This design comes from an exercise in tuning for small area on the open sky130 flow, not from production work. In this exercise RTL edits were held to simulation tests only and were not proved equivalent to the original. Power figures rest on the tool's default switching activity, not on a simulated workload.

==> flow/design.v <==
`timescale 1ns/1ps
package pixel_pkg;
	localparam int PIXEL_WIDTH = 8;
	typedef logic [PIXEL_WIDTH-1:0] pixel_t;
	localparam pixel_t PIXEL_MIN = '0;    
	localparam pixel_t PIXEL_MAX = '1;    
	localparam int NARROW_WIDTH = PIXEL_WIDTH + 2;
	localparam int WIDE_WIDTH = PIXEL_WIDTH + 3;
	localparam int NARROW_SAMPLE_MIN = -(2 ** (NARROW_WIDTH - 1));
	localparam int NARROW_SAMPLE_MAX = (2 ** (NARROW_WIDTH - 1)) - 1;
	localparam int WIDE_SAMPLE_MIN = -(2 ** (WIDE_WIDTH - 1));
	localparam int WIDE_SAMPLE_MAX = (2 ** (WIDE_WIDTH - 1)) - 1;
endpackage
`timescale 1ns/1ps
package diag_buffer_pkg;
	localparam int NARROW_LANES = 18;    
	localparam int WIDE_LANES = 9;
	localparam int LANES = NARROW_LANES + WIDE_LANES;
	localparam int WIDE_FIRST_LANE = NARROW_LANES / 2;
	localparam int NARROW_HIGH_FIRST_LANE = WIDE_FIRST_LANE + WIDE_LANES;
	localparam int DELAY_DEPTH = 9;
	localparam int LATENCY = DELAY_DEPTH + 1;
endpackage
`timescale 1ns/1ps
module pixel_saturate #(
	parameter int SAMPLE_WIDTH = pixel_pkg::NARROW_WIDTH,
	parameter int PIXEL_WIDTH = pixel_pkg::PIXEL_WIDTH,
	parameter int GROUP_LANES = diag_buffer_pkg::WIDE_LANES
) (
	input logic clock,
	input logic rst,
	input logic signed [GROUP_LANES-1:0][SAMPLE_WIDTH-1:0] samples,
	output logic [GROUP_LANES-1:0][PIXEL_WIDTH-1:0] pixels
);
	localparam int SIGN_BIT = SAMPLE_WIDTH - 1;
	if (SAMPLE_WIDTH < PIXEL_WIDTH + 2) begin : g_width_check
		$error("pixel_saturate: SAMPLE_WIDTH %0d too narrow for PIXEL_WIDTH %0d",
			SAMPLE_WIDTH, PIXEL_WIDTH);
	end
	logic [GROUP_LANES-1:0] negative;
	logic [GROUP_LANES-1:0] overflow;
	logic [GROUP_LANES-1:0][PIXEL_WIDTH-1:0] clamped;
	always_comb begin
		for (int lane = 0; lane < GROUP_LANES; lane++) begin
			negative[lane] = samples[lane][SIGN_BIT];
			overflow[lane] = |samples[lane][SIGN_BIT-1:PIXEL_WIDTH];
		end
	end
	always_comb begin
		for (int lane = 0; lane < GROUP_LANES; lane++) begin
			if (negative[lane]) begin
				clamped[lane] = '0;
			end else if (overflow[lane]) begin
				clamped[lane] = '1;    
			end else begin
				clamped[lane] = samples[lane][PIXEL_WIDTH-1:0];
			end
		end
	end
	always_ff @(posedge clock) begin
		if (rst) begin
			pixels <= '0;
		end else begin
			pixels <= clamped;
		end
	end
endmodule
`timescale 1ns/1ps
module diagonal_delay_line #(
	parameter int LANES = diag_buffer_pkg::LANES,
	parameter int DEPTH = diag_buffer_pkg::DELAY_DEPTH,
	parameter int PIXEL_WIDTH = pixel_pkg::PIXEL_WIDTH
) (
	input logic clock,
	input logic load,    
	input logic keep,    
	input logic [LANES-1:0][PIXEL_WIDTH-1:0] pixel_in,
	output logic [LANES-1:0][PIXEL_WIDTH-1:0] pixel_out
);
	if (DEPTH < 1) begin : g_depth_check
		$error("diagonal_delay_line: DEPTH must be at least 1, got %0d", DEPTH);
	end
	if (LANES < 1) begin : g_lane_check
		$error("diagonal_delay_line: LANES must be at least 1, got %0d", LANES);
	end
	logic [DEPTH-1:0][LANES-1:0][PIXEL_WIDTH-1:0] stage;
	localparam int W = LANES * PIXEL_WIDTH;
	always_ff @(posedge clock) begin
		stage[0] <= ({W{load}} & pixel_in) | ({W{keep}} & stage[0]);
		for (int s = 1; s < DEPTH; s++) begin
			stage[s] <= ({W{load}} & stage[s-1]) | ({W{keep}} & stage[s]);
		end
	end
	assign pixel_out = stage[DEPTH-1];
endmodule
`timescale 1ns/1ps
module diagonal_buffer #(
	parameter int PIXEL_WIDTH = pixel_pkg::PIXEL_WIDTH,
	parameter int NARROW_WIDTH = pixel_pkg::NARROW_WIDTH,
	parameter int WIDE_WIDTH = pixel_pkg::WIDE_WIDTH,
	parameter int NARROW_LANES = diag_buffer_pkg::NARROW_LANES,
	parameter int WIDE_LANES = diag_buffer_pkg::WIDE_LANES,
	parameter int DEPTH = diag_buffer_pkg::DELAY_DEPTH
) (
	input logic clock,
	input logic rst,
	input logic enable,
	input logic signed [NARROW_LANES-1:0][NARROW_WIDTH-1:0] narrow_samples,
	input logic signed [WIDE_LANES-1:0][WIDE_WIDTH-1:0] wide_samples,
	output logic [NARROW_LANES+WIDE_LANES-1:0][PIXEL_WIDTH-1:0] pixels
);
	localparam int LANES = NARROW_LANES + WIDE_LANES;
	localparam int SPLIT = NARROW_LANES / 2;
	logic [NARROW_LANES-1:0][PIXEL_WIDTH-1:0] narrow_pix;
	logic [WIDE_LANES-1:0][PIXEL_WIDTH-1:0] wide_pix;
	logic [LANES-1:0][PIXEL_WIDTH-1:0] ordered;
	pixel_saturate #(
		.SAMPLE_WIDTH(NARROW_WIDTH),
		.PIXEL_WIDTH(PIXEL_WIDTH),
		.GROUP_LANES(NARROW_LANES)
	) narrow_sat (
		.clock(clock),
		.rst(rst),
		.samples(narrow_samples),
		.pixels(narrow_pix)
	);
	pixel_saturate #(
		.SAMPLE_WIDTH(WIDE_WIDTH),
		.PIXEL_WIDTH(PIXEL_WIDTH),
		.GROUP_LANES(WIDE_LANES)
	) wide_sat (
		.clock(clock),
		.rst(rst),
		.samples(wide_samples),
		.pixels(wide_pix)
	);
	for (genvar lane = 0; lane < LANES; lane++) begin : g_order
		if (lane < SPLIT) begin : g_narrow_low
			assign ordered[lane] = narrow_pix[lane];
		end else if (lane < SPLIT + WIDE_LANES) begin : g_wide
			assign ordered[lane] = wide_pix[lane - SPLIT];
		end else begin : g_narrow_high
			assign ordered[lane] = narrow_pix[lane - WIDE_LANES];    
		end
	end
	logic load;
	logic keep;
	assign load = enable & ~rst;
	assign keep = ~(enable | rst);
	diagonal_delay_line #(
		.LANES(LANES),
		.DEPTH(DEPTH),
		.PIXEL_WIDTH(PIXEL_WIDTH)
	) delay (
		.clock(clock),
		.load(load),
		.keep(keep),
		.pixel_in(ordered),
		.pixel_out(pixels)
	);
endmodule
Settings: LEC_CHECK=0, CAP_MARGIN=20, CORE_MARGIN=2, CORE_UTILIZATION=40, SLEW_MARGIN=20, SYNTH_HIERARCHICAL=1; clock period 4.0 ns.
standard.sh (not shown) runs the stock make flow with config.mk's settings and CLKGATE_MAP_FILE= SYNTH_SCRIPT=/design/flow/synth_recipe.tcl, a recipe that flattens the netlist after the stock synthesis.
==> flow/flow/run.sh <==
#!/bin/bash
# Standard layout, with the port buffers made from the smallest buffer cell
# and larger clock sink clusters.
set -euo pipefail
bash standard.sh \
  BUFFER_PORTS_ARGS="-buffer_cell sky130_fd_sc_hd__buf_1" \
  CTS_ARGS="-sink_clustering_enable -repair_clock_nets -sink_clustering_size 30 -sink_clustering_max_diameter 60 -dont_use_dummy_load" \
  finish > standard_flow.log 2>&1
Then changed:
--- a/flow/design.v
+++ b/flow/design.v
@@ -29,9 +29,9 @@
 ) (
 	input logic clock,
 	input logic rst,
 	input logic signed [GROUP_LANES-1:0][SAMPLE_WIDTH-1:0] samples,
-	output logic [GROUP_LANES-1:0][PIXEL_WIDTH-1:0] pixels
+	output logic [GROUP_LANES-1:0][PIXEL_WIDTH-1:0] pixels_n    
 );
 	localparam int SIGN_BIT = SAMPLE_WIDTH - 1;
 	if (SAMPLE_WIDTH < PIXEL_WIDTH + 2) begin : g_width_check
 		$error("pixel_saturate: SAMPLE_WIDTH %0d too narrow for PIXEL_WIDTH %0d",
@@ -58,11 +58,11 @@
 		end
 	end
 	always_ff @(posedge clock) begin
 		if (rst) begin
-			pixels <= '0;
+			pixels_n <= '1;
 		end else begin
-			pixels <= clamped;
+			pixels_n <= ~clamped;
 		end
 	end
 endmodule
 `timescale 1ns/1ps
@@ -71,28 +71,35 @@
 	parameter int DEPTH = diag_buffer_pkg::DELAY_DEPTH,
 	parameter int PIXEL_WIDTH = pixel_pkg::PIXEL_WIDTH
 ) (
 	input logic clock,
-	input logic load,    
-	input logic keep,    
-	input logic [LANES-1:0][PIXEL_WIDTH-1:0] pixel_in,
+	input logic load_n,    
+	input logic keep_n,    
+	input logic [LANES-1:0][PIXEL_WIDTH-1:0] pixel_in_n,    
 	output logic [LANES-1:0][PIXEL_WIDTH-1:0] pixel_out
 );
 	if (DEPTH < 1) begin : g_depth_check
 		$error("diagonal_delay_line: DEPTH must be at least 1, got %0d", DEPTH);
 	end
 	if (LANES < 1) begin : g_lane_check
 		$error("diagonal_delay_line: LANES must be at least 1, got %0d", LANES);
 	end
-	logic [DEPTH-1:0][LANES-1:0][PIXEL_WIDTH-1:0] stage;
 	localparam int W = LANES * PIXEL_WIDTH;
+	logic [DEPTH-1:0][W-1:0] stage;
+	logic [DEPTH-1:0] pol;
 	always_ff @(posedge clock) begin
-		stage[0] <= ({W{load}} & pixel_in) | ({W{keep}} & stage[0]);
+		stage[0] <= ~((pixel_in_n | {W{load_n}}) & (stage[0] | {W{keep_n}}));
 		for (int s = 1; s < DEPTH; s++) begin
-			stage[s] <= ({W{load}} & stage[s-1]) | ({W{keep}} & stage[s]);
+			stage[s] <= ~((stage[s-1] | {W{load_n}}) & (stage[s] | {W{keep_n}}));
 		end
 	end
-	assign pixel_out = stage[DEPTH-1];
+	always_ff @(posedge clock) begin
+		pol[0] <= ~keep_n & ~pol[0];
+		for (int s = 1; s < DEPTH; s++) begin
+			pol[s] <= (~load_n & ~pol[s-1]) | (~keep_n & ~pol[s]);
+		end
+	end
+	assign pixel_out = stage[DEPTH-1] ^ {W{pol[DEPTH-1]}};
 endmodule
 `timescale 1ns/1ps
 module diagonal_buffer #(
 	parameter int PIXEL_WIDTH = pixel_pkg::PIXEL_WIDTH,
@@ -121,9 +128,9 @@
 	) narrow_sat (
 		.clock(clock),
 		.rst(rst),
 		.samples(narrow_samples),
-		.pixels(narrow_pix)
+		.pixels_n(narrow_pix)
 	);
 	pixel_saturate #(
 		.SAMPLE_WIDTH(WIDE_WIDTH),
 		.PIXEL_WIDTH(PIXEL_WIDTH),
@@ -131,9 +138,9 @@
 	) wide_sat (
 		.clock(clock),
 		.rst(rst),
 		.samples(wide_samples),
-		.pixels(wide_pix)
+		.pixels_n(wide_pix)
 	);
 	for (genvar lane = 0; lane < LANES; lane++) begin : g_order
 		if (lane < SPLIT) begin : g_narrow_low
 			assign ordered[lane] = narrow_pix[lane];
@@ -142,20 +149,20 @@
 		end else begin : g_narrow_high
 			assign ordered[lane] = narrow_pix[lane - WIDE_LANES];    
 		end
 	end
-	logic load;
-	logic keep;
-	assign load = enable & ~rst;
-	assign keep = ~(enable | rst);
+	logic load_n;
+	logic keep_n;
+	assign load_n = ~enable | rst;
+	assign keep_n = enable | rst;
 	diagonal_delay_line #(
 		.LANES(LANES),
 		.DEPTH(DEPTH),
 		.PIXEL_WIDTH(PIXEL_WIDTH)
 	) delay (
 		.clock(clock),
-		.load(load),
-		.keep(keep),
-		.pixel_in(ordered),
+		.load_n(load_n),
+		.keep_n(keep_n),
+		.pixel_in_n(ordered),
 		.pixel_out(pixels)
 	);
 endmodule
Outcome:
- routed wire length went down by 2.8%
- synthesized area went down by 8.3%
- count of clock-buffer cells in the layout went up by 1
- design area went down by 4.4%
- global-route usage went up by 0.82 points
- core utilization went up by 2.0 points
- die area went down by 8.2%
- power went up by 15%
- clock skew went down by 0.062 ns
- hold slack is better by 0.023 ns
- sequential cell count went up by 9
- worst setup slack is worse by 1.1 ns
- combinational power went up to 2.8 times its value

-- afterwards: timing with drivers on the ports --
No port has a modelled driver above. Below, the same layouts with a new extraction and two added sets of constraints. Step 1 sets driving cells, clkbuf_16 on the clock port and buf_2 on the other inputs (assumed; they add their load-dependent delay and slew). Step 2 adds t to the input delays and takes it off the output delays; t is the mean of the earliest and latest rising clock arrival at the registers after step 1. Input paths then give back, and output paths get back, about the clock's delay inside the block. Slacks: ideal ports / drivers / drivers and shift; pairs: ideal ports / drivers.
run | t (ns) | setup slack, ns | worst setup path after step 2 | worst register clock-pin slew, ns
the first run | 0.778 | 1.725 / 1.650 / 1.140 | input to register | 0.11 / 0.11
the second run | 0.781 | 0.580 / 0.510 / 1.083 | input to register | 0.11 / 0.11
After both steps setup and hold are still met in every run listed. The setup slack of the first run, which loses most, moves by -0.075 ns with the drivers and by -0.585 ns with both steps.
